From an optimization exercise on the open Yosys and OpenROAD flow, aimed at small area; shortcuts taken in it are not production practice. In this exercise RTL edits were held to simulation tests only and were not proved equivalent to the original. No activity file was given, so power comes from the tool's default toggle rates.

[flow/area.abc]
strash
&get -n
&st
&syn2
&dch -f
&nf -a -R 1000
&put
[flow/run.sh]
#!/bin/bash
# Own layout flow: the standard ORFS flow (standard.sh) with
#  - synthesis as synth_recipe.tcl, but ABC maps the logic with an area script
#  - minimum-size buffers on the ports
#  - a clock tree without dummy loads
# Each tool's output goes to a log file in this folder (orfs/logs holds the per-step logs).
set -euo pipefail
W=$PWD
F=$W/flow
export AREA_ABC_SCRIPT=$F/area.abc
bash standard.sh \
  SYNTH_SCRIPT=$F/synth.tcl \
  "BUFFER_PORTS_ARGS=-buffer_cell sky130_fd_sc_hd__buf_1" \
  "CTS_ARGS=-sink_clustering_enable -repair_clock_nets -dont_use_dummy_load -buf_list {sky130_fd_sc_hd__clkbuf_4 sky130_fd_sc_hd__clkbuf_8}" \
  finish > $W/orfs_make.log 2>&1
[standard.sh]
#!/bin/bash
# synth_recipe.tcl (not shown) runs the flow's synth.tcl, then flattens the netlist and writes it again
# the make line also repeats each setting of config.mk as NAME=value (left out here)
make -C /OpenROAD-flow-scripts/flow DESIGN_CONFIG=/design/flow/config.mk WORK_HOME=/design/flow/orfs CLKGATE_MAP_FILE= SYNTH_SCRIPT=/design/flow/synth_recipe.tcl "${@:-finish}"
[flow/synth.tcl]
# The standard synthesis script (synth_recipe.tcl), with ABC run on an
# area-oriented script in place of ORFS's delay-oriented one. Registers
# are mapped before ABC runs, so their names and cells are unchanged.
proc synth {args} { yosys synth -nofsm -noshare {*}$args }
proc abc {args} {
  set i [lsearch -exact $args -script]
  if {$i >= 0} { lset args [expr {$i + 1}] $::env(AREA_ABC_SCRIPT) }
  yosys abc {*}$args
}
source $::env(SCRIPTS_DIR)/synth.tcl
# left out here: clear keep_hierarchy, flatten, clean up, hide names made inside functions, write 1_2_yosys.v
[constraint.sdc]
create_clock -name core_clock -period 5.0 [get_ports {clk}]
set_input_delay 1.0000 -clock core_clock [delete_from_list [all_inputs] [get_ports {clk}]]
set_output_delay 1.0000 -clock core_clock [all_outputs]
set_load 0.01 [all_outputs]
[design.v]
package soc_bus_pkg;
	typedef logic [31:0] wb_adr_t;
	typedef logic [31:0] wb_dat_t;
	typedef logic [3:0]  wb_sel_t;
	typedef enum logic [1:0] {
		SLV_TIMER = 2'd0,
		SLV_GPIO  = 2'd1,
		SLV_NONE  = 2'd2
	} slave_sel_e;
	function automatic wb_dat_t wb_merge(wb_dat_t old_val, wb_dat_t new_val, wb_sel_t sel);
		wb_dat_t res;
		res = old_val;
		for (int i = 0; i < 4; i++) begin
			if (sel[i]) begin
				res[8*i +: 8] = new_val[8*i +: 8];
			end
		end
		wb_merge = res;
	endfunction
endpackage
package soc_periph_pkg;
	typedef enum logic [2:0] {
		TCR0 = 3'd0,
		CMP0 = 3'd1,
		CNT0 = 3'd2,
		TCR1 = 3'd4,
		CMP1 = 3'd5,
		CNT1 = 3'd6
	} timer_reg_e;
	typedef struct packed {
		logic trig;
		logic irqen;
		logic ar;
		logic en;
	} timer_ctrl_t;
	localparam int TCR_EN    = 0;
	localparam int TCR_AR    = 1;
	localparam int TCR_IRQEN = 2;
	localparam int TCR_TRIG  = 3;
	typedef enum logic [2:0] {
		GPIO_IN       = 3'd0,
		GPIO_OUT      = 3'd1,
		GPIO_OE       = 3'd2,
		GPIO_IRQ_MASK = 3'd3,
		GPIO_IRQ_STAT = 3'd4
	} gpio_reg_e;
endpackage
module periph_subsys
(
	input  logic        clk,
	input  logic        rst_n_i,
	input  soc_bus_pkg::wb_adr_t     wb_adr_i,
	input  soc_bus_pkg::wb_dat_t     wb_dat_i,
	input  soc_bus_pkg::wb_sel_t     wb_sel_i,
	input  logic        wb_we_i,
	input  logic        wb_cyc_i,
	input  logic        wb_stb_i,
	output soc_bus_pkg::wb_dat_t     wb_dat_o,
	output logic        wb_ack_o,
	input  logic [31:0] gpio_in_i,
	output logic [31:0] gpio_out_o,
	output logic [31:0] gpio_oe_o,
	output logic [2:0]  irq_n_o
);
	logic        sel_tmr, sel_gpio;
	logic        acc, wr;
	logic [2:0]  ri;
	logic [31:0] bmask;
	assign sel_tmr  = wb_adr_i[31:17] == 15'h7001;
	assign sel_gpio = wb_adr_i[31:17] == 15'h7002;
	assign ri       = wb_adr_i[4:2];
	assign acc      = wb_cyc_i & wb_stb_i & ~wb_ack_o;
	assign wr       = acc & wb_we_i;
	assign bmask    = {{8{wb_sel_i[3]}}, {8{wb_sel_i[2]}}, {8{wb_sel_i[1]}}, {8{wb_sel_i[0]}}};
	always_ff @(posedge clk or negedge rst_n_i) begin
		if (!rst_n_i) wb_ack_o <= 1'b0;
		else          wb_ack_o <= acc;
	end
	logic [1:0]       t_en, t_ar, t_ie, t_trig;
	logic [1:0][31:0] cmp, cnt;
	logic [1:0]       hit, w_tcr, w_cmp, w_cnt;
	always_comb begin
		for (int ch = 0; ch < 2; ch++) begin
			hit[ch]   = t_en[ch] && (cnt[ch] == cmp[ch]);
			w_tcr[ch] = wr & sel_tmr & (ri == {ch[0], 2'd0}) & wb_sel_i[0];
			w_cmp[ch] = wr & sel_tmr & (ri == {ch[0], 2'd1});
			w_cnt[ch] = wr & sel_tmr & (ri == {ch[0], 2'd2});
		end
	end
	always_ff @(posedge clk or negedge rst_n_i) begin
		if (!rst_n_i) begin
			t_en   <= '0;
			t_ar   <= '0;
			t_ie   <= '0;
			t_trig <= '0;
			cmp    <= '0;
			cnt    <= '0;
		end else begin
			for (int ch = 0; ch < 2; ch++) begin
				if (w_tcr[ch]) begin
					t_en[ch] <= wb_dat_i[0];
					t_ar[ch] <= wb_dat_i[1];
					t_ie[ch] <= wb_dat_i[2];
				end else if (hit[ch] && !t_ar[ch]) begin
					t_en[ch] <= 1'b0;
				end
				t_trig[ch] <= hit[ch] | (t_trig[ch] & ~(w_tcr[ch] & wb_dat_i[3]));
				if (w_cmp[ch])
					cmp[ch] <= (cmp[ch] & ~bmask) | (wb_dat_i & bmask);
				if (w_cnt[ch])
					cnt[ch] <= (cnt[ch] & ~bmask) | (wb_dat_i & bmask);
				else if (hit[ch] && t_ar[ch])
					cnt[ch] <= '0;
				else
					cnt[ch] <= cnt[ch] + {31'd0, t_en[ch] & ~hit[ch]};
			end
		end
	end
	logic [31:0] in_meta, in_sync, in_prev, irq_mask, irq_stat, stat_clr;
	logic        w_out, w_oe, w_mask;
	assign w_out    = wr & sel_gpio & (ri == 3'd1);
	assign w_oe     = wr & sel_gpio & (ri == 3'd2);
	assign w_mask   = wr & sel_gpio & (ri == 3'd3);
	assign stat_clr = (wr & sel_gpio & (ri == 3'd4)) ? (wb_dat_i & bmask) : '0;
	always_ff @(posedge clk or negedge rst_n_i) begin
		if (!rst_n_i) begin
			in_meta    <= '0;
			in_sync    <= '0;
			in_prev    <= '0;
			gpio_out_o <= '0;
			gpio_oe_o  <= '0;
			irq_mask   <= '0;
			irq_stat   <= '0;
		end else begin
			in_meta <= gpio_in_i;
			in_sync <= in_meta;
			in_prev <= in_sync;
			if (w_out)  gpio_out_o <= (gpio_out_o & ~bmask) | (wb_dat_i & bmask);
			if (w_oe)   gpio_oe_o  <= (gpio_oe_o & ~bmask) | (wb_dat_i & bmask);
			if (w_mask) irq_mask   <= (irq_mask & ~bmask) | (wb_dat_i & bmask);
			irq_stat <= (irq_stat & ~stat_clr) | (in_sync & ~in_prev & irq_mask);
		end
	end
	assign irq_n_o = {~(t_trig[1] & t_ie[1]), ~|irq_stat, ~(t_trig[0] & t_ie[0])};
	logic [31:0] rd;
	always_comb begin
		rd = '0;
		if (sel_tmr) begin
			case (ri)
				3'd0: rd = {28'd0, t_trig[0], t_ie[0], t_ar[0], t_en[0]};
				3'd1: rd = cmp[0];
				3'd2: rd = cnt[0];
				3'd4: rd = {28'd0, t_trig[1], t_ie[1], t_ar[1], t_en[1]};
				3'd5: rd = cmp[1];
				3'd6: rd = cnt[1];
				default: ;
			endcase
		end else if (sel_gpio) begin
			case (ri)
				3'd0: rd = in_sync;
				3'd1: rd = gpio_out_o;
				3'd2: rd = gpio_oe_o;
				3'd3: rd = irq_mask;
				3'd4: rd = irq_stat;
				default: ;
			endcase
		end
	end
	always_ff @(posedge clk) begin
		wb_dat_o <= rd;
	end
endmodule
[config.mk]
export PLATFORM = sky130hd
export DESIGN_NAME = periph_subsys
export DESIGN_NICKNAME = periph_subsys
export VERILOG_FILES = /design/flow/design.v
export SDC_FILE = /design/flow/constraint.sdc
export NUM_CORES = 4
export LEC_CHECK = 0
export CAP_MARGIN = 20
export CORE_MARGIN = 2
export CORE_UTILIZATION = 40
export SLEW_MARGIN = 20
==> results.sh, run 1 <==
export IMPL_cap_violations=0
export IMPL_dp_hpwl_um=34100
export IMPL_netlist_area_leader_share=0.534
export IMPL_cts_hold_buf=0
export IMPL_rsz0062_at_grt="false"
export IMPL_worst_pin_slew_ns=0.993
export IMPL_critPathMaxFanout=7
export IMPL_synth_enable_flop_cells=0
export IMPL_area_growth_pct=16.3
export IMPL_ys_warn_count=1
export IMPL_syn_area_mm2=0.0169
export IMPL_grt_util_all_layers=0.231
export IMPL_post_cts_setup_buffers=0
export IMPL_grt_max_degree=108
export IMPL_antenna_found_initial=0
export IMPL_clk_pin_slew_ns=0.06
export IMPL_routed_via_density=5.77
export IMPL_rows=75
export IMPL_synthArstFlopShare=0.919
export IMPL_ant_nets=0
export IMPL_cts_resized=0
export IMPL_n_antenna_cell=0
export IMPL_start_util=0.405
export IMPL_core_region_area_mm2=0.0419
export IMPL_drt_total_wl_um=50500
export IMPL_synth_flop_cell="dfrtp_1"
export IMPL_cts_tree="done"
export IMPL_grt_pass1_wl_um=78500
export IMPL_port_buffers=190
export IMPL_stdcell_count=2311
export IMPL_synth_most_common_cell="dfrtp_1"
export IMPL_fmax_mhz=265
export IMPL_worstSetupPathType="flop to flop"
export IMPL_ys_seq_area_frac=0.571
export IMPL_clock_latency_ns=0.63
export IMPL_fillers=3980
export IMPL_worst_ep_arrival_time_ns=4.26
export IMPL_cts_buffers=71
export IMPL_period_minus_slack_ns=3.78
export IMPL_crit_required_ns=5.48
export IMPL_dieWidth_um=210
export IMPL_synthCells=1469
export IMPL_wl_per_cell_um=21.8
export IMPL_period_share=0.756
export IMPL_register_area_mm2=0.00967
export IMPL_drtPass1Iterations=7
export IMPL_skew_ns=0.0619
export IMPL_multi_input_area_mm2=0.00725
export IMPL_cts_max_level=3
export IMPL_io_pin_count=205
export IMPL_clock_sinks=393
export IMPL_grt_met3_usage=0.0464
export IMPL_cts_root_buf="clkbuf_8"
export IMPL_grt_pass1_vias=13600
export IMPL_p_leak_nw=9.01
export IMPL_synth_top_cell_by_area="dfrtp_1"
export IMPL_path_cells="xor2_1 -> nor4_1 -> nand4_1 -> nor2_1 -> nor2b_1 -> ha_1 -> ha_1 -> and3_1 -> and3_1 -> and3_1 -> nand3_1 -> xor2_1 -> nor2_1 -> nor2_1 -> a31oi_1"
export IMPL_use_met2=0.375
export IMPL_hold_slack_ns=0.331
export IMPL_final_nets=1883
export IMPL_ir_worst_vdd_uv=205
export IMPL_critPathLaunchType="flop"
export IMPL_setup_viol=0
export IMPL_slowest_stage="nor4_1"
export IMPL_die_area_mm2=0.0440
export IMPL_placed_cells=2240
export IMPL_drc=0
export IMPL_gp_congestion=0.855
export IMPL_vias=13300
export IMPL_yosys_top_cells_count="dfrtp_1, nand2_1, mux2_1"
export IMPL_synth_seq_cells=393
export IMPL_grtUsageMet1=0.307
export IMPL_hold_path_class="flop to flop"
export IMPL_first_iter_violations=1023
export IMPL_worstSetupEndpointType="flop"
export IMPL_max_stage_delay_ns=0.71
export IMPL_drv_slew=0
export IMPL_tns_ns=0
export IMPL_p_per_area_mw_per_mm2=300
export IMPL_top_usage_layer="met2"
export IMPL_hold_viol_final=0
export IMPL_synth_area_per_cell_um2=11.5
export IMPL_ys_types=42
export IMPL_syn_nets=1578
export IMPL_synth_area_top_cells="dfrtp_1, mux2_1, nand2_1, xor2_1, dfxtp_1"
export IMPL_clockBufferDepth=3
export IMPL_slew_headroom=0.338
export IMPL_fp_dieH_um=210
export IMPL_gr_total_overflow=0
export IMPL_drive_gt1_frac=0.0683
export IMPL_status="finished clean"
logic make-up (layout without fill, tap and decap cells):
kind of cell	after synthesis	count (layout)	share of synthesized area
buf+inv	9	312	0.00200
compound gates	347	347	0.136
mux	179	179	0.117
simple gates	443	443	0.122
fa+ha+maj	4	4	0.00296
xor+xnor	94	94	0.0486
flops	393	393	0.571
placed cells by master, fill, tap and decap left out, types with 9 or more instances in the layout:
cell	count
dfrtp_1	361
nand2_1	204
buf_1	188
mux2_1	154
o21ai_0	111
xor2_1	84
clkbuf_8	71
nor2_1	59
a21oi_1	51
o22ai_1	44
and3_1	42
a222oi_1	40
buf_4	38
nand3_1	37
dfxtp_1	32
nor4_1	27
mux2i_1	25
a221oi_1	23
a22oi_1	23
a22o_1	21
nand4_1	14
nor3_1	14
a21o_1	10
xnor2_1	10
clkinv_1	9
critical path, delay by kind of cell (launching register included):
family | cells | cell delay, ns
and+or+nand+nor | 10 | 2.35
DFF | 1 | 0.45
adders and majority gates | 2 | 0.42
xor gates and xnor gates | 2 | 0.38
AOI/OAI and AO/OA | 1 | 0.05
metrics by stage:
stage | setup slack (ns) | utilization | power (mW) | instance area, µm²
finish | 1.22 | 0.471 | 5.90 | 19700
global route | 0.864 | 0.471 | 6.15 | 19700
CTS | 1.19 | 0.471 | 5.98 | 19700
detailed placement | 0.761 | 0.447 | 3.53 | 18700
global placement | 0.871 | 0.447 | 3.53 | 18700
floorplan | 0.371 | - | 3.35 | 16900
power by group:
part,total [mW],internal (mW),switching (mW)
logic,0.235,0.0564,0.179
registers,3.24,3.22,0.0173
clock network,2.43,1.25,1.18
total,5.90,4.53,1.38
layout make-up:
type                            count  area share
Sequential cell                   393       0.491
Tap cell                          539      0.0342
Inverter                            9     0.00172
Timing Repair Buffer              232      0.0550
Multi-Input combinational cell   1067       0.368
Clock buffer                       71      0.0496
worst paths after layout:
kind                                       from              endpoint  slack [ns]  depth (start not counted)
max                                        flop                  flop        1.22                         15
min                        in_meta[6]$_DFF_PN0_  in_sync[6]$_DFF_PN0_        0.33                          0
max reg2reg                                flop                  flop        1.22                         15
min reg2reg                in_meta[6]$_DFF_PN0_  in_sync[6]$_DFF_PN0_        0.33                          0
max in group asynchronous               rst_n_i             async pin        3.44                          2
min in group asynchronous               rst_n_i             async pin        0.48                          1
layer usage:
metal	vias to the layer above	part of all wire
li1	6098	-
met1	6698	0.43
met2	454	0.47
met3	81	0.064
met4	0	0.027
met5	-	0
==> inputs of run 2 (changes only) <==
==> run.sh (new file) <==
#!/bin/bash
# synth_recipe.tcl (not shown) runs the flow's synth.tcl, then flattens the netlist and writes it again
# the make line also repeats each setting of config.mk as NAME=value (left out here)
make -C /OpenROAD-flow-scripts/flow DESIGN_CONFIG=/design/flow/config.mk WORK_HOME=/design/flow/orfs CLKGATE_MAP_FILE= SYNTH_SCRIPT=/design/flow/synth_recipe.tcl finish
--- a/config.mk
+++ b/config.mk
@@ -9,3 +9,4 @@
 export CORE_MARGIN = 2
 export CORE_UTILIZATION = 40
+export CTS_BUF_LIST = sky130_fd_sc_hd__clkbuf_4 sky130_fd_sc_hd__clkbuf_8
 export SLEW_MARGIN = 20
removed: flow/run.sh
removed: flow/area.abc
removed: flow/synth.tcl
removed: standard.sh
==> results.sh, run 2 <==
export IMPL_fp_dieH_um=219
export IMPL_syn_nets=1786
export IMPL_setup_viol=0
export IMPL_critical_path_top_delay_family="simple AND/OR/NAND/NOR gates"
export IMPL_cts_tree="done"
export IMPL_tns_ns=0
export IMPL_critPathMaxFanout=3
export IMPL_status="finished clean"
export IMPL_vias=14800
export IMPL_period_minus_slack_ns=3.63
export IMPL_worst_pin_slew_ns=0.950
export IMPL_syn_area_mm2=0.0185
export IMPL_drive_gt1_frac=0.194
export IMPL_wl_per_cell_um=24.3
export IMPL_ys_warn_count=1
export IMPL_rows=78
export IMPL_synth_enable_flop_cells=0
export IMPL_clock_sinks=393
export IMPL_path_cells="nor4_1 -> nand4_1 -> nor2_1 -> clkdlybuf4s50_1"
export IMPL_final_nets=1980
export IMPL_synthCells=1677
export IMPL_yosys_top_cells_count="dfrtp_1, nand2_1, o21ai_0"
export IMPL_cts_max_level=3
export IMPL_synth_area_per_cell_um2=11.1
export IMPL_critPathLaunchType="flop"
export IMPL_dp_hpwl_um=43700
export IMPL_worstSetupEndpointType="primary output"
export IMPL_skew_ns=0.0366
export IMPL_final_cell_mix="dfrtp_1, clkdlybuf4s50_1, nand2_1, o21ai_0, mux2_2"
export IMPL_worst_ep_arrival_time_ns=2.63
export IMPL_synthArstFlopShare=0.919
export IMPL_drc=0
export IMPL_worstSetupPathType="flop to primary output"
export IMPL_hold_path_class="flop to flop"
export IMPL_cap_violations=0
export IMPL_period_share=0.726
export IMPL_die_area_mm2=0.0481
export IMPL_max_stage_delay_ns=0.60
export IMPL_hold_slack_ns=0.341
export IMPL_first_iter_violations=1419
export IMPL_ant_nets=0
export IMPL_grt_util_all_layers=0.258
export IMPL_cts_resized=0
export IMPL_port_buffers=190
export IMPL_clk_pin_slew_ns=0.06
export IMPL_ys_seq_area_frac=0.522
export IMPL_rsz0062_at_grt="false"
export IMPL_slowest_stage="nor4_1"
export IMPL_hp_start="in_meta[16]$_DFF_PN0_"
export IMPL_gp_congestion=0.909
export IMPL_slew_headroom=0.367
export IMPL_p_per_area_mw_per_mm2=306
export IMPL_cts_buffers=72
export IMPL_drt_total_wl_um=61500
export IMPL_synth_most_common_cell="dfrtp_1"
export IMPL_clock_latency_ns=0.66
export IMPL_path_buf_inv=1
export IMPL_routed_via_density=5.84
export IMPL_n_antenna_cell=0
export IMPL_crit_required_ns=4.00
export IMPL_core_region_area_mm2=0.0456
export IMPL_fmax_mhz=275
export IMPL_ir_worst_vdd_uv=214
export IMPL_dieWidth_um=219
export IMPL_netlist_area_leader_share=0.487
export IMPL_start_util=0.407
export IMPL_cts_root_buf="clkbuf_8"
export IMPL_synth_area_top_cells="dfrtp_1, mux2_2, o21ai_0, xnor2_1, dfxtp_1"
export IMPL_ys_types=72
export IMPL_synth_flop_cell="dfrtp_1"
export IMPL_final_common_cell="dfrtp_1"
export IMPL_synth_top_cell_by_area="dfrtp_1"
export IMPL_drv_slew=0
export IMPL_clockBufferDepth=3
export IMPL_critPathLaunch="irq_stat[18]$_DFF_PN0_"
export IMPL_synth_seq_cells=393
export IMPL_grt_pass1_wl_um=92500
export IMPL_fin_util=0.498
export IMPL_post_cts_setup_buffers=0
export IMPL_grt_pass1_vias=14700
export IMPL_grt_max_degree=113
export IMPL_io_pin_count=205
export IMPL_hold_viol_final=0
export IMPL_antenna_found_initial=2
export IMPL_gr_total_overflow=0
export IMPL_area_growth_pct=22.3
export IMPL_p_leak_nw=9.60
export IMPL_drtPass1Iterations=5
export IMPL_cts_hold_buf=0
==> run 2: cell count changes in the layout (fill, tap and decap cells not counted), sizes merged, moves of 30 or more <==
| cell | previous run | this run |
|---|---|---|
| nand4 | 14 | 49 |
| clkdlybuf4s50 | 0 | 187 |
| a21oi | 51 | 11 |
| o21ai | 112 | 160 |
| xnor2 | 10 | 75 |
| a31oi | 6 | 39 |
| clkbuf | 73 | 124 |
| inv | 0 | 47 |
| o2bb2ai | 0 | 30 |
| xor2 | 84 | 6 |
| a222oi | 40 | 0 |
| buf | 230 | 30 |
==> run 2: final cells by class <==
type	count	area, µm²
Fill cell	4128	22900
Sequential cell	393	9670
Multi-Input combinational cell	1144	8310
Timing Repair Buffer	217	2160
Clock buffer	124	1510
Tap cell	600	751
Inverter	43	161
Clock inverter	9	111
==> run 2: cells by family (layout without fill, tap and decap cells) <==
kind of cell / Yosys count / after routing / synth area share
AND/OR/NAND/NOR: 472 / 472 / 0.139
flip-flops: 393 / 393 / 0.522
AO/OA/AOI/OAI: 369 / 369 / 0.131
multiplexers: 218 / 218 / 0.136
buffers and inverters: 140 / 393 / 0.0316
XOR/XNOR: 81 / 81 / 0.0382
adder cells (fa/ha/maj): 4 / 4 / 0.00270
==> run 2: worst paths after layout <==
path | end | slack (ns) | depth (start not counted)
max in group asynchronous | async pin | 3.47 | 2
setup / recovery | irq_n_o[1] | 1.37 | 4
hold / removal | in_sync[16]$_DFF_PN0_ | 0.34 | 0
hold reg to reg | in_sync[16]$_DFF_PN0_ | 0.34 | 0
min in group asynchronous | async pin | 0.43 | 1
setup reg to reg | flop | 1.41 | 12
==> run 2: per-stage QoR <==
| stage | setup slack, ns | instances | total power, mW | cell area, µm² |
|---|---|---|---|---|
| floorplan | 2.19 | 1677 | 3.38 | 18500 |
| global placement | 1.23 | 2397 | 3.61 | 21100 |
| finish | 1.37 | 2530 | 6.95 | 22700 |
| detailed placement | 1.21 | 2397 | 3.62 | 21100 |
| CTS | 1.26 | 2530 | 7.01 | 22700 |
| global route | 1.24 | 2530 | 7.18 | 22700 |
==> run 2: per-layer routing <==
metal	track usage	wire, µm	vias up
li1	-	-	6570
met3	0.0545	4280	101
met5	0	13	-
met1	0.369	27700	7521
met4	0.0793	1600	2
met2	0.392	27900	573
==> run 2: where the power goes <==
part           leakage [nW]  internal, mW  total [mW]  switching [mW]
Combinational          3.83         0.106       0.323           0.217
Sequential             4.90          3.22        3.24          0.0204
Clock                 0.864          1.97        3.39            1.42
==> inputs of run 3 (changes only) <==
--- a/design.v
+++ b/design.v
@@ -88,4 +88,14 @@
 		end
 	end
+	logic [32:0] cy0, cy1;
+	logic [1:0][31:0] cnt_nx;
+	assign cy0[0] = t_en[0] & ~hit[0];
+	assign cy1[0] = t_en[1] & ~hit[1];
+	assign cy0[32:1] = cy0[31:0] & cnt[0];
+	assign cy1[32:1] = cy1[31:0] & cnt[1];
+	assign cnt_nx[0] = w_cnt[0] ? ((cnt[0] & ~bmask) | (wb_dat_i & bmask))
+	                            : ((cnt[0] ^ cy0[31:0]) & ~{32{hit[0] & t_ar[0]}});
+	assign cnt_nx[1] = w_cnt[1] ? ((cnt[1] & ~bmask) | (wb_dat_i & bmask))
+	                            : ((cnt[1] ^ cy1[31:0]) & ~{32{hit[1] & t_ar[1]}});
 	always_ff @(posedge clk or negedge rst_n_i) begin
 		if (!rst_n_i) begin
@@ -108,10 +118,5 @@
 				if (w_cmp[ch])
 					cmp[ch] <= (cmp[ch] & ~bmask) | (wb_dat_i & bmask);
-				if (w_cnt[ch])
-					cnt[ch] <= (cnt[ch] & ~bmask) | (wb_dat_i & bmask);
-				else if (hit[ch] && t_ar[ch])
-					cnt[ch] <= '0;
-				else
-					cnt[ch] <= cnt[ch] + {31'd0, t_en[ch] & ~hit[ch]};
+				cnt[ch] <= cnt_nx[ch];
 			end
 		end
@@ -144,26 +149,24 @@
 	assign irq_n_o = {~(t_trig[1] & t_ie[1]), ~|irq_stat, ~(t_trig[0] & t_ie[0])};
 	logic [31:0] rd;
+	logic [10:0] rs;
 	always_comb begin
-		rd = '0;
-		if (sel_tmr) begin
-			case (ri)
-				3'd0: rd = {28'd0, t_trig[0], t_ie[0], t_ar[0], t_en[0]};
-				3'd1: rd = cmp[0];
-				3'd2: rd = cnt[0];
-				3'd4: rd = {28'd0, t_trig[1], t_ie[1], t_ar[1], t_en[1]};
-				3'd5: rd = cmp[1];
-				3'd6: rd = cnt[1];
-				default: ;
-			endcase
-		end else if (sel_gpio) begin
-			case (ri)
-				3'd0: rd = in_sync;
-				3'd1: rd = gpio_out_o;
-				3'd2: rd = gpio_oe_o;
-				3'd3: rd = irq_mask;
-				3'd4: rd = irq_stat;
-				default: ;
-			endcase
-		end
+		rs[0]  = sel_tmr  & (ri == 3'd0);
+		rs[1]  = sel_tmr  & (ri == 3'd1);
+		rs[2]  = sel_tmr  & (ri == 3'd2);
+		rs[3]  = sel_tmr  & (ri == 3'd4);
+		rs[4]  = sel_tmr  & (ri == 3'd5);
+		rs[5]  = sel_tmr  & (ri == 3'd6);
+		rs[6]  = sel_gpio & (ri == 3'd0);
+		rs[7]  = sel_gpio & (ri == 3'd1);
+		rs[8]  = sel_gpio & (ri == 3'd2);
+		rs[9]  = sel_gpio & (ri == 3'd3);
+		rs[10] = sel_gpio & (ri == 3'd4);
+		rd = ({32{rs[1]}}  & cmp[0])     | ({32{rs[2]}} & cnt[0])
+		   | ({32{rs[4]}}  & cmp[1])     | ({32{rs[5]}} & cnt[1])
+		   | ({32{rs[6]}}  & in_sync)    | ({32{rs[7]}} & gpio_out_o)
+		   | ({32{rs[8]}}  & gpio_oe_o)  | ({32{rs[9]}} & irq_mask)
+		   | ({32{rs[10]}} & irq_stat)
+		   | ({32{rs[0]}}  & {28'd0, t_trig[0], t_ie[0], t_ar[0], t_en[0]})
+		   | ({32{rs[3]}}  & {28'd0, t_trig[1], t_ie[1], t_ar[1], t_en[1]});
 	end
 	always_ff @(posedge clk) begin
==> flow/run.sh (new file) <==
#!/bin/bash
# Own layout flow: the standard ORFS flow (standard.sh) with
#  - synthesis as synth_recipe.tcl, but ABC maps the logic with an area script
#  - minimum-size buffers on the ports
#  - a clock tree without dummy loads
# Each tool's output goes to a log file in this folder (orfs/logs holds the per-step logs).
set -euo pipefail
W=$PWD
F=$W/flow
export AREA_ABC_SCRIPT=$F/area.abc
bash standard.sh \
  SYNTH_SCRIPT=$F/synth.tcl \
  "BUFFER_PORTS_ARGS=-buffer_cell sky130_fd_sc_hd__buf_1" \
  "CTS_ARGS=-sink_clustering_enable -repair_clock_nets -dont_use_dummy_load -buf_list {sky130_fd_sc_hd__clkbuf_8} -sink_clustering_size 20 -sink_clustering_max_diameter 60" \
  finish > $W/orfs_make.log 2>&1
==> flow/area.abc (new file) <==
strash
&get -n
&st
&syn2
&dch -f
&nf -a -R 1000
&put
==> flow/synth.tcl (new file) <==
# The standard synthesis script (synth_recipe.tcl), with ABC run on an
# area-oriented script in place of ORFS's delay-oriented one. Registers
# are mapped before ABC runs, so their names and cells are unchanged.
proc synth {args} { yosys synth -nofsm -noshare {*}$args }
proc abc {args} {
  set i [lsearch -exact $args -script]
  if {$i >= 0} { lset args [expr {$i + 1}] $::env(AREA_ABC_SCRIPT) }
  yosys abc {*}$args
}
source $::env(SCRIPTS_DIR)/synth.tcl
# left out here: clear keep_hierarchy, flatten, clean up, hide names made inside functions, write 1_2_yosys.v
==> standard.sh (new file) <==
#!/bin/bash
# synth_recipe.tcl (not shown) runs the flow's synth.tcl, then flattens the netlist and writes it again
# the make line also repeats each setting of config.mk as NAME=value (left out here)
make -C /OpenROAD-flow-scripts/flow DESIGN_CONFIG=/design/flow/config.mk WORK_HOME=/design/flow/orfs CLKGATE_MAP_FILE= SYNTH_SCRIPT=/design/flow/synth_recipe.tcl "${@:-finish}"
--- a/config.mk
+++ b/config.mk
@@ -8,5 +8,4 @@
 export CAP_MARGIN = 20
 export CORE_MARGIN = 2
-export CORE_UTILIZATION = 40
-export CTS_BUF_LIST = sky130_fd_sc_hd__clkbuf_4 sky130_fd_sc_hd__clkbuf_8
+export CORE_UTILIZATION = 65
 export SLEW_MARGIN = 20
removed: run.sh
==> results.sh, run 3 <==
export IMPL_status="complete, but fails checks"
export IMPL_so_violations="setup timing"
export IMPL_gp_congestion=0.877
export IMPL_rsz0062_at_grt="true"
export IMPL_cts_tree="done"
export IMPL_rows=58
export IMPL_final_nets=1850
export IMPL_yosys_top_cells_count="dfrtp_1, mux2_1, nand2_1"
export IMPL_io_pin_count=205
export IMPL_start_util=0.659
export IMPL_critPathLaunchType="flop"
export IMPL_crit_required_ns=5.51
export IMPL_drive_gt1_frac=0.176
export IMPL_setup_ws_ns=-1.77
export IMPL_drtPass1Iterations=7
export IMPL_fp_dieH_um=163
export IMPL_synth_area_top_cells="dfrtp_1, mux2_1, ha_1, a22oi_1, o21ai_0"
export IMPL_grt_pass1_wl_um=76900
export IMPL_p_seq_frac=0.659
export IMPL_ir_worst_vdd_uv=287
export IMPL_clk_pin_slew_ns=0.12
export IMPL_p_leak_nw=9.51
export IMPL_internal_power_mw=3.77
export IMPL_critical_path_top_delay_family="adder cells"
export IMPL_worstSetupEndpointType="flop"
export IMPL_register_area_mm2=0.00967
export IMPL_cts_root_buf="clkbuf_8"
export IMPL_period_minus_slack_ns=6.77
export IMPL_tns_ns=-23.50
export IMPL_synthCells=1294
export IMPL_design_area_mm2=0.0202
export IMPL_cap_violations=0
export IMPL_ys_seq_area_frac=0.586
export IMPL_worst_ep_arrival_time_ns=7.28
export IMPL_core_region_area_mm2=0.0250
export IMPL_drt_total_wl_um=49400
export IMPL_grt_max_degree=137
export IMPL_routed_via_density=6.52
export IMPL_cpMostUsedCell="ha_4"
export IMPL_clock_power_share=0.305
export IMPL_wl_per_cell_um=24.5
export IMPL_synth_area_per_cell_um2=12.7
export IMPL_post_place_ws_ns=-1.85
export IMPL_ant_nets=0
export IMPL_ys_types=33
export IMPL_drv_slew=0
export IMPL_dieWidth_um=163
export IMPL_final_common_cell="dfrtp_1"
export IMPL_clock_latency_ns=0.62
export IMPL_p_per_area_mw_per_mm2=242
export IMPL_vias=13100
export IMPL_cts_hold_buf=0
export IMPL_clock_sinks=393
export IMPL_hold_path_class="flop to flop"
export IMPL_synth_seq_cells=393
export IMPL_grt_util_all_layers=0.379
export IMPL_comb_power_share=0.036
export IMPL_first_iter_violations=1407
export IMPL_final_cell_mix="dfrtp_1, buf_1, buf_4, mux2_1, nand2_1"
export IMPL_rrSetupSlack_ns=-1.77
export IMPL_worst_pin_slew_ns=1.08
export IMPL_skew_ns=0.0439
export IMPL_critPathMaxFanout=2
export IMPL_hold_slack_ns=0.320
export IMPL_clockBufferDepth=3
export IMPL_cts_buffers=29
export IMPL_placedInstanceArea_mm2=0.0197
export IMPL_max_stage_delay_ns=0.40
export IMPL_gr_total_overflow=0
export IMPL_antenna_found_initial=3
export IMPL_worstSetupPathType="flop to flop"
export IMPL_synth_most_common_cell="dfrtp_1"
export IMPL_multi_input_area_mm2=0.00769
export IMPL_syn_area_mm2=0.0165
export IMPL_setup_viol=24
export IMPL_grt_pass1_vias=13700
export IMPL_die_area_mm2=0.0267
export IMPL_ys_warn_count=1
export IMPL_netlist_area_leader_share=0.548
export IMPL_cts_max_level=1
export IMPL_port_buffers=190
export IMPL_synth_flop_cell="dfrtp_1"
export IMPL_slowest_stage="dfrtp_1"
export IMPL_p_switching_mw=1.13
export IMPL_path_buf_inv=1
export IMPL_period_share=1.35
export IMPL_fillers=1541
export IMPL_synth_top_cell_by_area="dfrtp_1"
export IMPL_area_growth_pct=22.5
export IMPL_synthArstFlopShare=0.919
export IMPL_switching_share=0.230
export IMPL_drc=0
export IMPL_slew_headroom=0.282
export IMPL_fin_util=0.807
export IMPL_syn_nets=1461
export IMPL_synth_enable_flop_cells=0
export IMPL_dp_hpwl_um=32800
export IMPL_fmax_mhz=148
export IMPL_hold_viol_final=0
run 3: cell types whose count changed after synthesis, moves of 57 or more:
cell / change
nand3_1: -57
clkbuf_1: -76
a22oi_1: +91
mux2_1: +159
ha_1: +58
xor2_1: +58
xnor2_1: -75
mux2_2: -132
run 3: kinds of logic after synthesis:
kind of cell	Yosys count	synth area share
DFF	393	0.586
adders and majority gates	62	0.0470
xor gates and xnor gates	64	0.0340
and+or+nand+nor	274	0.0768
AOI/OAI and AO/OA	282	0.113
muxes	214	0.142
buffers and inverters	5	0.00114
run 3: area by class of cell:
cell class / instances / area share
inverter: 5 / 0.000928
multi-input combinational: 896 / 0.381
timing repair buffer: 358 / 0.0994
sequential: 393 / 0.479
tap: 330 / 0.0204
antenna: 3 / 0.000371
clock buffer: 29 / 0.0197
run 3: worst register-to-register path, delay by kind of cell, from the launching register on:
family	cells	cell delay, ns
flops	1	0.40
fa+ha+maj	31	4.91
simple gates	5	0.78
buf+inv	1	0.17
xor+xnor	1	0.18
compound gates	2	0.22
run 3: power groups by stage:
stage / logic (mW) / clock network [mW] / registers (mW)
floorplan: 0.0330 / 0 / 3.29
global placement: 0.172 / 0 / 3.29
detailed placement: 0.176 / 0 / 3.29
CTS: 0.177 / 1.50 / 3.23
global route: 0.197 / 1.62 / 3.24
finish: 0.176 / 1.49 / 3.23
run 3: stage by stage:
| stage | power [mW] | std cells |
|---|---|---|
| after floorplan | 3.32 | 1294 |
| after global routing | 5.05 | 2014 |
| after CTS | 4.91 | 2008 |
| final | 4.90 | 2014 |
| after detailed placement | 3.47 | 1976 |
| after global placement | 3.46 | 1976 |
run 3: metal layers:
metal  vias to the layer above  wire (µm)  GRT usage
met5                         -          0          0
li1                       5648          -          -
met1                      6570      19900      0.514
met3                       161       4770     0.0919
met2                       744      22600      0.588
met4                         0       2110      0.167
run 3: path summary, 6_finish.rpt:
kind                                     endpoint  cells after the start                  from
min in group asynchronous  irq_stat[10]$_DFF_PN0_                      2               rst_n_i
max in group asynchronous               async pin                      2               rst_n_i
min                          in_sync[8]$_DFF_PN0_                      0  in_meta[8]$_DFF_PN0_
max                                          flop                     40                  flop
max reg2reg                                  flop                     40                  flop
min reg2reg                  in_sync[8]$_DFF_PN0_                      0  in_meta[8]$_DFF_PN0_
run 3: what timing repair did:
item,in CTS,in global routing
endpoints found under the hold margin,0,0
gates resized for setup,17,14
setup endpoints to repair,26,27
setup buffers,3,3
pin swaps,16,14
==> inputs of run 4 (changes only) <==
--- a/config.mk
+++ b/config.mk
@@ -8,4 +8,4 @@
 export CAP_MARGIN = 20
 export CORE_MARGIN = 2
-export CORE_UTILIZATION = 65
+export CORE_UTILIZATION = 40
 export SLEW_MARGIN = 20
==> results.sh, run 4 <==
export IMPL_antenna_found_initial=3
export IMPL_dp_hpwl_um=35700
export IMPL_core_region_area_mm2=0.0407
export IMPL_clock_sinks=393
export IMPL_fmax_mhz=146
export IMPL_max_stage_delay_ns=0.40
export IMPL_rows=74
export IMPL_port_buffers=190
export IMPL_synth_area_top_cells="dfrtp_1, mux2_1, ha_1, a22oi_1, o21ai_0"
export IMPL_period_share=1.37
export IMPL_worstSetupEndpointType="flop"
export IMPL_grt_util_all_layers=0.247
export IMPL_routed_via_density=5.72
export IMPL_synth_flop_cell="dfrtp_1"
export IMPL_period_minus_slack_ns=6.83
export IMPL_synthCells=1294
export IMPL_hold_path_class="flop to flop"
export IMPL_io_pin_count=205
export IMPL_vias=12700
export IMPL_worstSetupPathType="flop to flop"
export IMPL_drv_slew=0
export IMPL_clk_pin_slew_ns=0.10
export IMPL_p_leak_nw=9.58
export IMPL_synth_enable_flop_cells=0
export IMPL_die_area_mm2=0.0429
export IMPL_area_growth_pct=25.1
export IMPL_final_common_cell="dfrtp_1"
export IMPL_status="complete, but fails checks"
export IMPL_ir_worst_vdd_uv=164
export IMPL_cap_violations=0
export IMPL_final_cell_mix="dfrtp_1, buf_1, buf_4, mux2_1, nand2_1"
export IMPL_worst_ep_arrival_time_ns=7.33
export IMPL_critPathLaunchType="flop"
export IMPL_post_place_ws_ns=-2.12
export IMPL_hold_viol_final=0
export IMPL_wl_per_cell_um=23.7
export IMPL_synthArstFlopShare=0.919
export IMPL_setup_viol=25
export IMPL_slew_headroom=0.319
export IMPL_first_iter_violations=1137
export IMPL_cts_root_buf="clkbuf_8"
export IMPL_skew_ns=0.0652
export IMPL_critical_path_top_delay_family="adder cells"
export IMPL_grt_max_degree=101
export IMPL_tns_ns=-24.53
export IMPL_worst_pin_slew_ns=1.02
export IMPL_start_util=0.405
export IMPL_drtPass1Iterations=8
export IMPL_ant_nets=0
export IMPL_ys_warn_count=1
export IMPL_clock_latency_ns=0.63
export IMPL_p_per_area_mw_per_mm2=246
export IMPL_drt_total_wl_um=52800
export IMPL_netlist_area_leader_share=0.548
export IMPL_syn_nets=1461
export IMPL_dieWidth_um=207
export IMPL_ys_types=33
export IMPL_cpMostUsedCell="ha_4"
export IMPL_synth_area_per_cell_um2=12.7
export IMPL_yosys_top_cells_count="dfrtp_1, mux2_1, nand2_1"
export IMPL_placed_cells=2179
export IMPL_gr_total_overflow=0
export IMPL_cts_hold_buf=0
export IMPL_final_nets=1856
export IMPL_synth_most_common_cell="dfrtp_1"
export IMPL_setup_ws_ns=-1.83
export IMPL_drive_gt1_frac=0.185
export IMPL_cts_tree="done"
export IMPL_ys_seq_area_frac=0.586
export IMPL_slowest_stage="dfrtp_1"
export IMPL_stdcell_count=2222
export IMPL_crit_required_ns=5.50
export IMPL_path_buf_inv=1
export IMPL_synth_top_cell_by_area="dfrtp_1"
export IMPL_fillers=3662
export IMPL_drc=0
export IMPL_clockBufferDepth=3
export IMPL_grt_pass1_wl_um=81700
export IMPL_gp_congestion=0.870
export IMPL_syn_area_mm2=0.0165
export IMPL_rsz0062_at_grt="true"
export IMPL_cts_buffers=35
export IMPL_so_violations="setup timing"
export IMPL_synth_seq_cells=393
export IMPL_fp_dieH_um=207
export IMPL_critPathMaxFanout=2
export IMPL_grt_pass1_vias=13200
export IMPL_cts_max_level=2
-- run 4: per-layer routing --
metal / wire length [µm] / GRT usage / part of all wire / up-vias
met3: 3850 / 0.0517 / 0.073 / 76
met4: 1430 / 0.0820 / 0.027 / 0
met2: 24100 / 0.383 / 0.46 / 494
met1: 23400 / 0.346 / 0.44 / 6460
li1: - / - / - / 5677
met5: 0 / 0 / 0 / -
-- run 4: kinds of logic (layout without fill, tap and decap cells) --
kind of cell	count (synthesis)	in the layout	synth area share
xor+xnor	64	64	0.0340
other cells	0	3	0
fa+ha+maj	62	62	0.0470
mux	214	214	0.142
simple gates	274	274	0.0768
flops	393	393	0.586
buf+inv	5	398	0.00114
compound gates	282	282	0.113
-- run 4: final cells by class --
cell class                      count  area (µm²)  share of cell area
Clock buffer                       35         482              0.0233
Tap cell                          532         666              0.0322
Multi-Input combinational cell    896        7760               0.376
Antenna cell                        3        7.51            0.000364
Inverter                            5        18.8            0.000909
Sequential cell                   393        9670               0.469
Timing Repair Buffer              358        2030              0.0984
-- run 4: path summary, 6_finish.rpt --
path,slack [ns],from,endpoint,depth (start not counted)
setup / recovery,-1.83,flop,flop,40
hold / removal,0.34,in_meta[17]$_DFF_PN0_,in_sync[17]$_DFF_PN0_,0
setup reg to reg,-1.83,flop,flop,40
hold reg to reg,0.34,in_meta[17]$_DFF_PN0_,in_sync[17]$_DFF_PN0_,0
max in group asynchronous,3.52,rst_n_i,async pin,2
min in group asynchronous,0.43,rst_n_i,async pin,1
-- run 4: through the flow --
step / hold WS, ns / instance area (µm²) / power [mW] / utilization
6_report: 0.344 / 20600 / 5.08 / 0.507
5_1_grt: 0.360 / 20600 / 5.29 / 0.507
4_1_cts: 0.347 / 20600 / 5.14 / 0.505
3_5_place_dp: 0.335 / 19900 / 3.48 / 0.490
3_3_place_gp: 0.333 / 19900 / 3.48 / 0.490
2_1_floorplan: 0.331 / 17300 / 3.32 / -
-- run 4: power breakdown --
| part | internal [mW] | leakage, nW | switching, mW | total (mW) |
|---|---|---|---|---|
| sequential | 3.21 | 4.90 | 0.0195 | 3.23 |
| combinational | 0.0467 | 4.43 | 0.136 | 0.182 |
| clock | 0.629 | 0.252 | 1.04 | 1.67 |
| total | 3.89 | 9.58 | 1.19 | 5.08 |
-- run 4: what timing repair did --
| item | 4_1_cts | 5_1_grt |
|---|---|---|
| pin swaps | 8 | 12 |
| gates resized for setup | 36 | 10 |
| endpoints found under the setup margin | 27 | 28 |
| setup buffers | 2 | 3 |
==> inputs of run 5 (changes only) <==
--- a/design.v
+++ b/design.v
@@ -88,14 +88,15 @@
 		end
 	end
-	logic [32:0] cy0, cy1;
 	logic [1:0][31:0] cnt_nx;
-	assign cy0[0] = t_en[0] & ~hit[0];
-	assign cy1[0] = t_en[1] & ~hit[1];
-	assign cy0[32:1] = cy0[31:0] & cnt[0];
-	assign cy1[32:1] = cy1[31:0] & cnt[1];
-	assign cnt_nx[0] = w_cnt[0] ? ((cnt[0] & ~bmask) | (wb_dat_i & bmask))
-	                            : ((cnt[0] ^ cy0[31:0]) & ~{32{hit[0] & t_ar[0]}});
-	assign cnt_nx[1] = w_cnt[1] ? ((cnt[1] & ~bmask) | (wb_dat_i & bmask))
-	                            : ((cnt[1] ^ cy1[31:0]) & ~{32{hit[1] & t_ar[1]}});
+	always_comb begin
+		for (int ch = 0; ch < 2; ch++) begin
+			if (w_cnt[ch])
+				cnt_nx[ch] = (cnt[ch] & ~bmask) | (wb_dat_i & bmask);
+			else if (hit[ch] && t_ar[ch])
+				cnt_nx[ch] = '0;
+			else
+				cnt_nx[ch] = cnt[ch] + {31'd0, t_en[ch] & ~hit[ch]};
+		end
+	end
 	always_ff @(posedge clk or negedge rst_n_i) begin
 		if (!rst_n_i) begin
--- a/flow/run.sh
+++ b/flow/run.sh
@@ -12,4 +12,4 @@
   SYNTH_SCRIPT=$F/synth.tcl \
   "BUFFER_PORTS_ARGS=-buffer_cell sky130_fd_sc_hd__buf_1" \
-  "CTS_ARGS=-sink_clustering_enable -repair_clock_nets -dont_use_dummy_load -buf_list {sky130_fd_sc_hd__clkbuf_8} -sink_clustering_size 20 -sink_clustering_max_diameter 60" \
+  "CTS_ARGS=-sink_clustering_enable -repair_clock_nets -dont_use_dummy_load -buf_list {sky130_fd_sc_hd__clkbuf_8 sky130_fd_sc_hd__clkbuf_16} -sink_clustering_size 24 -sink_clustering_max_diameter 80" \
   finish > $W/orfs_make.log 2>&1
==> flow/area.abc (replaced) <==
strash
&get -n
&st
&syn2
&dch -f
&nf -a -R 1000
&put
strash
&get -n
&st
&dch -f
&nf -a -R 1000
&put
--- a/config.mk
+++ b/config.mk
@@ -8,4 +8,4 @@
 export CAP_MARGIN = 20
 export CORE_MARGIN = 2
-export CORE_UTILIZATION = 40
+export CORE_UTILIZATION = 55
 export SLEW_MARGIN = 20
==> results.sh, run 5 <==
export IMPL_status="finished clean"
export IMPL_ys_seq_area_frac=0.587
export IMPL_grt_pass1_wl_um=75600
export IMPL_dr_wl_met3_um=4010
export IMPL_cts_hold_buf=0
export IMPL_p_per_area_mw_per_mm2=274
export IMPL_fin_util=0.627
export IMPL_ys_warn_count=1
export IMPL_cts_max_level=1
export IMPL_fmax_mhz=245
export IMPL_ir_worst_vdd_uv=297
export IMPL_post_cts_setup_buffers=0
export IMPL_clock_latency_ns=0.55
export IMPL_final_cell_mix="dfrtp_1, buf_1, nand2_1, mux2_1, o21ai_0"
export IMPL_synth_area_top_cells="dfrtp_1, mux2_1, a222oi_1, dfxtp_1, nand2_1"
export IMPL_synth_top_cell_by_area="dfrtp_1"
export IMPL_drtPass1Iterations=6
export IMPL_port_buffers=190
export IMPL_n_antenna_cell=0
export IMPL_synth_flop_cell="dfrtp_1"
export IMPL_drive_gt1_frac=0.0387
export IMPL_drc=0
export IMPL_rsz0062_at_grt="false"
export IMPL_slew_headroom=0.360
export IMPL_setup_viol=0
export IMPL_clockBufferDepth=3
export IMPL_antenna_found_initial=1
export IMPL_hold_path_class="flop to flop"
export IMPL_cts_tree="done"
export IMPL_syn_area_mm2=0.0165
export IMPL_critPathLaunchType="flop"
export IMPL_total_power_mw=5.09
export IMPL_cts_resized=0
export IMPL_drv_slew=0
export IMPL_netlist_area_leader_share=0.548
export IMPL_synth_area_per_cell_um2=11.9
export IMPL_grt_max_degree=116
export IMPL_grt_pass1_vias=12700
export IMPL_grt_util_all_layers=0.320
export IMPL_syn_nets=1495
export IMPL_synthCells=1386
export IMPL_worst_ep_arrival_time_ns=4.53
export IMPL_routed_via_density=6.50
export IMPL_final_nets=1739
export IMPL_dieWidth_um=177
export IMPL_clock_sinks=393
export IMPL_start_util=0.558
export IMPL_synthArstFlopShare=0.919
export IMPL_cap_violations=0
export IMPL_wl_met1_um=20600
export IMPL_synth_most_common_cell="dfrtp_1"
export IMPL_yosys_top_cells_count="dfrtp_1, nand2_1, mux2_1"
export IMPL_ys_types=45
export IMPL_met2WireLength_um=23500
export IMPL_drt_total_wl_um=50200
export IMPL_fp_dieH_um=177
export IMPL_rrSetupSlack_ns=0.91
export IMPL_final_common_cell="dfrtp_1"
export IMPL_critPathMaxFanout=5
export IMPL_ant_nets=0
export IMPL_synth_seq_cells=393
export IMPL_core_region_area_mm2=0.0296
export IMPL_io_pin_count=205
export IMPL_dp_hpwl_um=33500
export IMPL_gr_total_overflow=0
export IMPL_synth_enable_flop_cells=0
export IMPL_rows=63
export IMPL_period_minus_slack_ns=4.09
export IMPL_first_iter_violations=1571
export IMPL_cts_root_buf="clkbuf_16"
export IMPL_gp_congestion=0.904
export IMPL_vias=13100
export IMPL_p_leak_nw=8.27
export IMPL_period_share=0.818
export IMPL_wl_per_cell_um=24.9
export IMPL_skew_ns=0.0336
export IMPL_worstSetupPathType="flop to flop"
export IMPL_crit_required_ns=5.44
export IMPL_tns_ns=0
export IMPL_top_layer="met5"
export IMPL_worst_pin_slew_ns=0.959
export IMPL_hold_viol_final=0
export IMPL_worstSetupEndpointType="flop"
export IMPL_cts_buffers=20
export IMPL_clk_pin_slew_ns=0.10
export IMPL_die_area_mm2=0.0314
export IMPL_area_growth_pct=12.4
==> run 5: cell types whose count changed after synthesis, moves of 25 or more <==
| cell | change |
|---|---|
| o22ai_1 | +26 |
| nand3_1 | +60 |
| a222oi_1 | +56 |
| ha_1 | -58 |
| mux2i_1 | -48 |
| a22oi_1 | -90 |
| xnor2_1 | +39 |
| nor2_1 | +46 |
| o21ai_0 | -25 |
| a21oi_1 | +39 |
==> run 5: logic make-up (layout without fill, tap and decap cells) <==
group / count (synthesis) / count (layout) / share of synthesized area
compound gates: 328 / 328 / 0.139
xor+xnor: 81 / 81 / 0.0430
fa+ha+maj: 4 / 4 / 0.00304
buf+inv: 12 / 254 / 0.00273
flops: 393 / 393 / 0.587
mux: 166 / 166 / 0.113
simple gates: 402 / 402 / 0.113
==> run 5: critical path, cell delays in order (launching register included) <==
cell	delay [ns]
dfrtp_1	0.46
xor2_1	0.23
nor4_1	0.69
nand4_1	0.36
nor3_1	0.42
nor2b_1	0.10
ha_1	0.23
ha_1	0.22
nand3_1	0.13
nor2_1	0.11
nand3_1	0.21
nor2_1	0.12
and4_1	0.22
o21ai_0	0.14
a21oi_1	0.06
a211o_1	0.26
==> run 5: area by class of cell <==
class / instances / area (µm²)
Clock buffer: 20 / 500
Fill cell: 2549 / 11000
Inverter: 12 / 45.0
Multi-Input combinational cell: 981 / 6830
Sequential cell: 393 / 9670
Tap cell: 390 / 488
Timing Repair Buffer: 222 / 995
==> run 5: worst paths after layout <==
check | start | endpoint | cells past startpoint
min in group asynchronous | rst_n_i | async pin | 1
min reg2reg | in_meta[12]$_DFF_PN0_ | in_sync[12]$_DFF_PN0_ | 0
max in group asynchronous | rst_n_i | async pin | 2
max | flop | flop | 15
max reg2reg | flop | flop | 15
min | in_meta[12]$_DFF_PN0_ | in_sync[12]$_DFF_PN0_ | 0
==> run 5: per-stage QoR <==
stage | worst slack (ns) | hold WS (ns) | instance area, µm² | std cells
2_1_floorplan | 0.0946 | 0.331 | 16500 | 1386
4_1_cts | 1.04 | 0.355 | 18500 | 2018
6_report | 0.911 | 0.352 | 18500 | 2018
5_1_grt | 0.853 | 0.362 | 18500 | 2018
3_5_place_dp | 0.550 | 0.336 | 18000 | 1998
3_3_place_gp | 0.583 | 0.331 | 18000 | 1998
==> run 5: per-layer routing <==
metal	vias up	track usage
li1	5776	-
met1	6623	0.438
met2	587	0.512
met3	123	0.0490
met4	2	0.131
met5	-	0
==> run 5: power breakdown <==
group	leakage [nW]	total (mW)	internal, mW	switching (mW)
sequential	4.90	3.23	3.21	0.0188
combinational	3.13	0.160	0.0351	0.125
clock	0.246	1.70	0.718	0.977
total	8.27	5.09	3.96	1.12
==> inputs of run 6 (changes only) <==
==> flow/run.sh (replaced) <==
#!/bin/bash
# Own layout flow, built on the standard flow (standard.sh):
#  1. the standard synthesis, kept as std_synth.v for its register names
#  2. synthesis again with flow/synth.tcl (area-oriented ABC mapping)
#  3. flow/rename_flops.py gives the registers of 2 the names they have in 1
#     (if anything does not match, the standard netlist is used unchanged)
#  4. the rest of the standard flow, with minimum-size port buffers and a
#     clock tree without dummy loads
# Each step's output goes to a log file in this folder; ORFS's own per-step
# logs are under orfs/logs.
set -euo pipefail
W=$PWD
F=$W/flow
R=$W/orfs/results/$FLOW_PLATFORM/periph_subsys/base

bash standard.sh synth > $W/log_1_std_synth.log 2>&1
cp $R/1_2_yosys.v $W/std_synth.v

rm -f $R/1_2_yosys.v $R/1_2_yosys.sdc $R/1_synth.odb $R/1_synth.sdc
if AREA_ABC_SCRIPT=$F/area.abc bash standard.sh SYNTH_SCRIPT=$F/synth.tcl synth > $W/log_2_area_synth.log 2>&1 \
   && python3 $F/rename_flops.py $W/std_synth.v $R/1_2_yosys.v $W/area_synth.v > $W/log_3_rename.log 2>&1; then
  cp $W/area_synth.v $R/1_2_yosys.v
else
  echo "area synthesis not used" >> $W/log_3_rename.log
  cp $W/std_synth.v $R/1_2_yosys.v
fi
rm -f $R/1_synth.odb $R/1_synth.sdc
touch $R/1_2_yosys.sdc $R/1_2_yosys.v

bash standard.sh \
  "BUFFER_PORTS_ARGS=-buffer_cell sky130_fd_sc_hd__buf_1" \
  "CTS_ARGS=-sink_clustering_enable -repair_clock_nets -dont_use_dummy_load -buf_list {sky130_fd_sc_hd__clkbuf_8 sky130_fd_sc_hd__clkbuf_16} -sink_clustering_size 24 -sink_clustering_max_diameter 80" \
  finish > $W/log_4_layout.log 2>&1
==> flow/rename_flops.py (new file) <==
#!/usr/bin/env python3
"""rename_flops.py STD.v MINE.v OUT.v

Gives each register of MINE.v (a netlist of the same RTL, synthesized with a
different combinational mapping) the instance name that the standard synthesis
STD.v gives the register driving the same output net, so that the registers of
the two netlists pair by name. Auto-numbered names in MINE.v (_123_) are first
moved out of the way (_m123_). Exits non-zero, writing nothing, unless both
netlists hold the same registers: the same output nets, each in the same cell
type (drive strength aside)."""
import re
import sys

HDR = re.compile(r'^(\s*)(sky130_fd_sc_hd__\w+)\s+(\S+)(\s*\()', re.M)
FLOP = re.compile(r'sky130_fd_sc_hd__(e?df\w+|sdf\w+|dl\w+)_(\d+)$')


def flops(text):
    res = {}
    for m in HDR.finditer(text):
        typ, name = m.group(2), m.group(3)
        f = FLOP.match(typ)
        if not f:
            continue
        body = text[m.end():text.index(');', m.end())]
        q = re.search(r'\.Q\(\s*(\S+)\s*\)', body)
        if not q:
            sys.exit(f'no Q pin on {name}')
        if q.group(1) in res:
            sys.exit(f'two registers drive {q.group(1)}')
        res[q.group(1)] = (f.group(1), name)
    return res


std = open(sys.argv[1]).read()
mine = open(sys.argv[2]).read()
mine = re.sub(r'(?<![\w$\\])_(\d+)_(?![\w$])', r'_m\1_', mine)
fs, fm = flops(std), flops(mine)
if set(fs) != set(fm):
    sys.exit(f'register outputs differ: {sorted(set(fs) ^ set(fm))[:10]}')
for q in fs:
    if fs[q][0] != fm[q][0]:
        sys.exit(f'register on {q}: cell {fm[q][0]} here, {fs[q][0]} in the standard synthesis')
new = {fm[q][1]: fs[q][1] for q in fs}
taken = set(re.findall(r'(?:wire|input|output)\s+(?:\[[^\]]*\]\s*)?(\S+)\s*;', mine))
clash = taken & set(new.values())
if clash:
    sys.exit(f'names already used: {sorted(clash)[:10]}')


def sub(m):
    name = m.group(3)
    return m.group(1) + m.group(2) + ' ' + new.get(name, name) + m.group(4)


out = HDR.sub(sub, mine)
if set(n for _, n in flops(out).values()) != set(n for _, n in fs.values()):
    sys.exit('renaming failed')
open(sys.argv[3], 'w').write(out)
print(f'renamed {sum(1 for a, b in new.items() if a != b)} of {len(new)} registers')
==> flow/synth.tcl (replaced) <==
# Synthesis for the layout: the standard script (synth_recipe.tcl) with two
# changes to the combinational logic only. ABC maps with an area script
# (area.abc) in place of ORFS's delay script, and the opt passes that ORFS runs
# after Yosys's synth command do not fold register enables into the flip-flops
# (opt -nodffe -nosdff), which leaves the enable logic in a form ABC maps
# smaller. Registers keep their cells (no flip-flop with both enable and
# asynchronous reset exists here); run.sh gives them the standard names.
proc synth {args} { yosys synth -nofsm -noshare {*}$args }
proc opt {args} { yosys opt -nodffe -nosdff {*}$args }
proc abc {args} {
  set i [lsearch -exact $args -script]
  if {$i >= 0} { lset args [expr {$i + 1}] $::env(AREA_ABC_SCRIPT) }
  yosys abc {*}$args
}
source $::env(SCRIPTS_DIR)/synth.tcl
# left out here: clear keep_hierarchy, flatten, clean up, hide names made inside functions, write 1_2_yosys.v
==> results.sh, run 6 <==
export IMPL_drv_slew=0
export IMPL_cts_hold_buf=0
export IMPL_synth_area_per_cell_um2=10.7
export IMPL_syn_area_mm2=0.0163
export IMPL_grt_pass1_wl_um=77300
export IMPL_gr_total_overflow=0
export IMPL_rows=63
export IMPL_antenna_found_initial=0
export IMPL_cts_resized=0
export IMPL_core_region_area_mm2=0.0294
export IMPL_port_buffers=190
export IMPL_start_util=0.555
export IMPL_synth_most_common_cell="dfrtp_1"
export IMPL_wl_per_cell_um=22.9
export IMPL_grt_util_all_layers=0.324
export IMPL_area_growth_pct=13.4
export IMPL_io_pin_count=205
export IMPL_worst_pin_slew_ns=0.899
export IMPL_drc=0
export IMPL_netlist_area_leader_share=0.554
export IMPL_period_minus_slack_ns=4.34
export IMPL_vias=13800
export IMPL_multi_input_area_mm2=0.00670
export IMPL_clk_pin_slew_ns=0.09
export IMPL_hold_path_class="flop to flop"
export IMPL_post_cts_setup_buffers=0
export IMPL_final_cell_mix="dfrtp_1, o21ai_0, nand2_1, buf_1, a22oi_1"
export IMPL_period_share=0.869
export IMPL_setup_viol=0
export IMPL_clock_latency_ns=0.55
export IMPL_worstSetupPathType="flop to flop"
export IMPL_ir_worst_vdd_uv=361
export IMPL_switching_share=0.223
export IMPL_rsz0062_at_grt="false"
export IMPL_comb_power_share=0.035
export IMPL_fmax_mhz=230
export IMPL_n_antenna_cell=0
export IMPL_placedInstanceArea_mm2=0.0180
export IMPL_critPathMaxFanout=7
export IMPL_status="finished clean"
export IMPL_p_seq_frac=0.626
export IMPL_worstSetupEndpointType="flop"
export IMPL_first_iter_violations=1386
export IMPL_drt_total_wl_um=49800
export IMPL_syn_nets=1637
export IMPL_hold_viol_final=0
export IMPL_routed_via_density=6.35
export IMPL_synthArstFlopShare=0.919
export IMPL_cts_buffers=21
export IMPL_critPathLaunchType="flop"
export IMPL_cts_root_buf="clkbuf_16"
export IMPL_yosys_top_cells_count="dfrtp_1, o21ai_0, nand2_1"
export IMPL_synth_seq_cells=393
export IMPL_p_leak_nw=7.58
export IMPL_cpMostUsedCell="and3_1"
export IMPL_drtPass1Iterations=7
export IMPL_grt_pass1_vias=13200
export IMPL_ant_nets=0
export IMPL_cts_tree="done"
export IMPL_register_area_mm2=0.00967
export IMPL_dp_hpwl_um=34300
export IMPL_total_power_mw=5.16
export IMPL_fillers=2562
export IMPL_ys_warn_count=1
export IMPL_synth_flop_cell="dfrtp_1"
export IMPL_design_area_mm2=0.0185
export IMPL_synthCells=1528
export IMPL_max_stage_delay_ns=0.57
export IMPL_skew_ns=0.0355
export IMPL_drive_gt1_frac=0.0432
export IMPL_cts_max_level=1
export IMPL_path_cells="xnor2_1 -> nand4_1 -> nor3_1 -> a31oi_1 -> ha_1 -> ha_1 -> and3_1 -> and3_1 -> and3_1 -> and3_1 -> and3_1 -> and3_1 -> or3_1 -> o21ai_0"
export IMPL_crit_required_ns=5.45
export IMPL_die_area_mm2=0.0311
export IMPL_slowest_stage="nor3_1"
export IMPL_grt_max_degree=74
export IMPL_p_switching_mw=1.15
export IMPL_synth_top_cell_by_area="dfrtp_1"
export IMPL_dieWidth_um=176
export IMPL_clock_sinks=393
export IMPL_synth_enable_flop_cells=0
export IMPL_final_common_cell="dfrtp_1"
export IMPL_internal_power_mw=4.01
export IMPL_ys_types=47
export IMPL_worst_ep_arrival_time_ns=4.80
export IMPL_gp_congestion=0.896
export IMPL_fp_dieH_um=176
export IMPL_cap_violations=0
export IMPL_p_per_area_mw_per_mm2=279
export IMPL_clock_power_share=0.339
export IMPL_slew_headroom=0.400
export IMPL_clockBufferDepth=3
export IMPL_synth_area_top_cells="dfrtp_1, o21ai_0, nand2_1, a22oi_1, dfxtp_1"
export IMPL_final_nets=1895
export IMPL_ys_seq_area_frac=0.593
[run 6: final cells by class]
| cell class | count | share of cell area |
|---|---|---|
| Sequential cell | 393 | 0.523 |
| Multi-Input combinational cell | 1131 | 0.362 |
| Timing Repair Buffer | 235 | 0.0598 |
| Clock buffer | 21 | 0.0284 |
| Tap cell | 390 | 0.0264 |
| Inverter | 4 | 0.000811 |
[run 6: worst max-delay path, delay by kind of cell (launching register included)]
family | cells | cell delay (ns)
xor gates and xnor gates | 1 | 0.33
AOI/OAI and AO/OA | 2 | 0.28
and+or+nand+nor | 9 | 2.75
adders and majority gates | 2 | 0.47
DFF | 1 | 0.43
[run 6: path summary, 6_finish.rpt]
kind / cells after the start / from / slack, ns / to
worst min register to register: 0 / in_meta[11]$_DFF_PN0_ / 0.34 / in_sync[11]$_DFF_PN0_
worst max-delay path: 14 / flop / 0.66 / flop
min in group asynchronous: 1 / rst_n_i / 0.60 / in_sync[19]$_DFF_PN0_
max in group asynchronous: 2 / rst_n_i / 3.32 / async pin
worst max register to register: 14 / flop / 0.66 / flop
worst min-delay path: 0 / in_meta[11]$_DFF_PN0_ / 0.34 / in_sync[11]$_DFF_PN0_
[run 6: cell families after synthesis]
| kind of cell | after synthesis | synth area share |
|---|---|---|
| and+or+nand+nor | 500 | 0.144 |
| AOI/OAI and AO/OA | 505 | 0.189 |
| adders and majority gates | 4 | 0.00307 |
| DFF | 393 | 0.593 |
| muxes | 37 | 0.0236 |
| buffers and inverters | 4 | 0.000920 |
| xor gates and xnor gates | 85 | 0.0456 |
[run 6: layer usage]
metal	vias up	track usage	routed length, µm
met5	-	0	0
met4	0	0.0926	1410
met3	85	0.0482	4410
met2	649	0.493	22400
met1	6853	0.488	21600
li1	6214	-	-
[run 6: power by group through the flow]
stage                     Combinational [mW]  Sequential (mW)  Clock, mW
after floorplan                       0.0382             3.29          0
after global placement                 0.184             3.29          0
after detailed placement               0.185             3.29          0
after CTS                              0.185             3.23       1.79
after global routing                   0.207             3.23       1.90
final                                  0.182             3.23       1.75
[run 6: through the flow]
step	cells	setup TNS, ns	setup slack [ns]	hold WS, ns	util
after floorplan	1528	-7.51	-0.239	0.331	-
after global routing	2174	0	0.519	0.360	0.630
final	2174	0	0.656	0.340	0.630
after CTS	2174	0	0.781	0.348	0.629
after global placement	2153	0	0.742	0.332	0.611
after detailed placement	2153	0	0.668	0.335	0.611

## separate check: timing with driven ports
Ports are ideal in the flow. The routed layouts listed here were re-timed in OpenROAD. Step 1: set_driving_cell puts a clkbuf_16 on clk and a buf_2 on each other input, an assumption about the parent block. Step 2 adds t to the input delays and takes it off the output delays; t is the mean of the earliest and latest rising clock arrival at the registers after step 1. Input paths then give back, and output paths get back, about the clock's delay inside the block. a / b / c = ideal / step 1 / step 2; a / b = the first two.
run | t (ns) | slack for setup (ns) | worst setup path after step 2
run 1 | 0.647 | 1.220 / 1.220 / 0.681 | input to register
run 2 | 0.704 | 1.368 / 1.310 / 1.187 | input to register
run 3 | 0.647 | -1.768 / -1.768 / -1.768 | register to register
run 4 | 0.649 | -1.827 / -1.827 / -1.827 | register to register
run 5 | 0.587 | 0.911 / 0.911 / 0.490 | input to register
run 6 | 0.589 | 0.656 / 0.656 / 0.656 | register to register
The setup slack of run 1, which loses most, moves by 0.000 ns with the drivers and by -0.539 ns with both steps.
